This is an optimization exercise on Yosys and OpenROAD, whose aim is small area, a short achievable clock period and few clock cycles per item, not a production implementation. Function was checked by simulation only, so behaviour that the tests miss may differ from the original. Power is estimated from default activity; no workload was simulated.

Setup of job 5447:
Design planar_pose_dead_reckoning_top, start of the top module:
module planar_pose_dead_reckoning_top (
    input  logic                    i_clk,
    input  logic                    i_rst_n,
    input  logic                    i_valid,
    output logic                    o_ready,
    input  logic signed [VEL_W-1:0] i_linear_velocity,
    input  logic signed [VEL_W-1:0] i_angular_velocity,
    input  logic [DT_W-1:0]         i_step_time,
    output logic                    o_valid,
    input  logic                    i_ready,
    output logic signed [POS_W-1:0] o_pos_x,
    output logic signed [POS_W-1:0] o_pos_y,
    output logic [HEAD_W-1:0]       o_heading,
    output logic signed [VEL_W-1:0] o_speed_echo,
    output logic signed [VEL_W-1:0] o_turn_rate_echo,
    output logic                    o_saturated
);
Size in the first run: roughly 6600 cells after synthesis, ~610 flip-flops, ~220 I/O pins.
export LEC_CHECK = 0
export CAP_MARGIN = 20
export CORE_MARGIN = 2
export CORE_UTILIZATION = 65
export SLEW_MARGIN = 20
export TNS_END_PERCENT = 5
create_clock -name core_clock -period 12.5 [get_ports {i_clk}]
standard.sh (not shown) runs the stock make flow with config.mk's settings and CLKGATE_MAP_FILE= SYNTH_SCRIPT=/design/flow/synth_recipe.tcl, a recipe that flattens the netlist after the stock synthesis.
==> flow/flow/run.sh <==
#!/bin/bash
# The standard layout (standard.sh, unchanged synthesis and steps), with
# the timing repair aiming 7.5 ns below the clock period instead of at it; the
# clock period and constraints are the design's. make's full output goes to
# make_finish.log here, and each ORFS step's log to orfs/logs/.
set -euo pipefail
bash standard.sh SETUP_SLACK_MARGIN=7.5 finish > make_finish.log 2>&1
Every stage of the flow completed for job 5447, and the final layout passed the timing, DRC and antenna checks.
Testbench counts of job 5447, summed over its fixed seeds: cycles 50,560, items 2,400.
Relative to job 5447, the following input files were edited for job 1949:
==> flow/flow/run.sh <==
#!/bin/bash
# The standard layout, with the timing repair aiming 8 ns below the clock period
set -euo pipefail
bash standard.sh SETUP_SLACK_MARGIN=8 finish > make_finish.log 2>&1
==> run notes <==
Of job 5447 and job 1949, the run reporting the lower maximum number of pins on one net before global-route repair was job 1949.
Vias after detailed routing: job 1949 vs job 5447 up about 0.56%
[compare] base=job 5447 new=job 1949: net count reported at finish held; core area now sits at about the same level; final standard cell count with taps included and fillers excluded neither gained nor lost much; switching portion of total power increased 0.24 points.
Cmp job 1949 vs job 5447: total power lower in job 1949
Smallest setup slack after layout deteriorates in job 1949 relative to job 5447.
[job 1949] met2 usage rose 3.3 points relative to job 5447
Job 5447 reports its origin of the worst setup path as u_cordic.r_j[1]$_SDFFE_PP0N_ while job 1949 reports b_cnt[0]$_SDFF_PN0_.
When job 1949 is measured against job 5447, its detailed-route wire length per cell turns out about 1.6% higher.
--- input diff job 1949..job 2481 ---
==> flow/flow/run.sh <==
#!/bin/bash
# The standard layout (standard.sh, unchanged synthesis and steps), with
# the timing repair aiming 7 ns below the clock period instead of at it; the
# clock period and constraints are the design's. make's full output goes to
# make_finish.log here, and each ORFS step's log to orfs/logs/.
set -euo pipefail
bash standard.sh SETUP_SLACK_MARGIN=7 finish > make_finish.log 2>&1
Number of detailed-routing iterations run before antenna repair: job 2481 vs job 1949 down 1
Final hold slack (lower): job 1949
Summary of job 2481 over job 1949: via count lost about 1.5%, signed area change from the synthesized netlist to the final layout fell by 1.3 points.
Job 2481 against job 1949: largest net degree at the start of global routing saw an increase; final weighted congestion in routability-driven placement saw a decrease.
#### Input delta (job 5665 over job 2481)
==> flow/flow/run.sh <==
#!/bin/bash
# The standard layout (standard.sh, unchanged synthesis and steps), with
# the timing repair aiming 8 ns below the clock period instead of at it; the
# clock period and constraints are the design's. make's full output goes to
# make_finish.log here, and each ORFS step's log to orfs/logs/.
set -euo pipefail
bash standard.sh SETUP_SLACK_MARGIN=8 finish > make_finish.log 2>&1
==> run notes <==
Relative to job 2481, portion of total power attributed to combinational logic increased by 0.2 points in job 5665.
The total vias in the final route number comes out higher for job 5665 vs job 2481.
Re global-route usage: job 2481 was lower than job 5665.
Routed wire length, job 5665 and job 2481: higher on job 5665
| maximum fanout along the worst path | higher: job 5665 |
Edits applied to the flow inputs when going from job 5665 to job 8694:
==> flow/flow/run.sh <==
#!/bin/bash
# The standard layout (standard.sh, unchanged synthesis and steps), with
# the timing repair aiming 9 ns below the clock period instead of at it; the
# clock period and constraints are the design's. make's full output goes to
# make_finish.log here, and each ORFS step's log to orfs/logs/.
set -euo pipefail
bash standard.sh SETUP_SLACK_MARGIN=9 finish > make_finish.log 2>&1
==> comparison <==
Job 8694: PASS, flow complete, no timing, DRC or antenna violations. Of the two values seen for origin of the worst setup path, u_cordic.r_j[0]$_SDFFE_PP0N_ was produced by job 8694 and b_cnt[0]$_SDFF_PN0_ by job 5665. Compared with job 5665, in job 8694 HPWL reported at the end of detailed placement shrank by about 1.1%, fraction of layout instances using a drive strength above 1 grew by 2.8 points, total power grew by 5.8%.


planar_pose_dead_reckoning_top again, from the RTL that the note above started with.
==> flow/config.mk <==
export PLATFORM = sky130hd
export DESIGN_NAME = planar_pose_dead_reckoning_top
export DESIGN_NICKNAME = planar_pose_dead_reckoning_top
export VERILOG_FILES = /design/flow/design.v
export SDC_FILE = /design/flow/constraint.sdc
export NUM_CORES = 4
export LEC_CHECK = 0
export CAP_MARGIN = 20
export CORE_MARGIN = 2
export CORE_UTILIZATION = 65
export SLEW_MARGIN = 20
export TNS_END_PERCENT = 20
==> flow/constraint.sdc <==
create_clock -name core_clock -period 12.5 [get_ports {i_clk}]
set_input_delay 2.5000 -clock core_clock [delete_from_list [all_inputs] [get_ports {i_clk}]]
set_output_delay 2.5000 -clock core_clock [all_outputs]
set_load 0.01 [all_outputs]
==> flow/flow/run.sh <==
#!/bin/bash
# The standard layout (standard.sh, unchanged synthesis and steps), with
# the timing repair aiming 7 ns below the clock period instead of at it; the
# clock period and constraints are the design's. make's full output goes to
# make_finish.log here, and each ORFS step's log to orfs/logs/.
set -euo pipefail
bash standard.sh SETUP_SLACK_MARGIN=7 finish > make_finish.log 2>&1
Testbench counts at the start, summed over its fixed seeds: cycles 50,560, items 2,400.
Change:
==> flow/flow/run.sh (replaced) <==
#!/bin/bash
# The standard layout (standard.sh, unchanged synthesis and steps), with
# the timing repair aiming 6.5 ns below the clock period instead of at it; the
# clock period and constraints are the design's. make's full output goes to
# make_finish.log here, and each ORFS step's log to orfs/logs/.
set -euo pipefail
bash standard.sh SETUP_SLACK_MARGIN=6.5 finish > make_finish.log 2>&1
TNS_END_PERCENT = 5   (was 20)
Setup slack got worse by 350 ps.
Critical path depth fell by 1.
Total power falls by 3.6%.

afterwards: timing with drivers on the ports:
The flow's constraints put no driver on any port. The routed layouts listed below were extracted and timed again, unchanged, in two steps.
Step 1 (the two cells are an assumption about what drives the block):
set clk [get_ports {i_clk}]
set_driving_cell -lib_cell sky130_fd_sc_hd__clkbuf_16 $clk
set_driving_cell -lib_cell sky130_fd_sc_hd__buf_2 [delete_from_list [all_inputs] $clk]
Step 2 moves the port delays by t, midway between the first and last clock arrival at a register: inputs arrive t later, outputs are due t later. That takes back most of the time a late clock gives input paths.
a / b / c = ideal ports / drivers / drivers and shift; a / b = the first two.
run	t (ns)	setup WS [ns]	worst hold slack (ns)	worst data-port slew with drivers (ns)
job 5447	0.726	6.942 / 6.942 / 6.942	0.424 / 0.424 / 0.424	0.19
job 1949	0.726	6.860 / 6.860 / 6.860	0.420 / 0.420 / 0.420	0.16
job 2481	0.718	6.893 / 6.893 / 6.893	0.425 / 0.425 / 0.425	0.20
job 5665	0.726	6.860 / 6.860 / 6.860	0.420 / 0.420 / 0.420	0.16
job 8694	0.725	6.733 / 6.733 / 6.733	0.415 / 0.415 / 0.415	0.19
the first run of note 2	0.726	6.852 / 6.852 / 6.852	0.423 / 0.423 / 0.423	0.21
the second run of note 2	0.733	6.501 / 6.501 / 6.501	0.416 / 0.416 / 0.416	0.15
After both steps setup and hold are still met in every run listed.
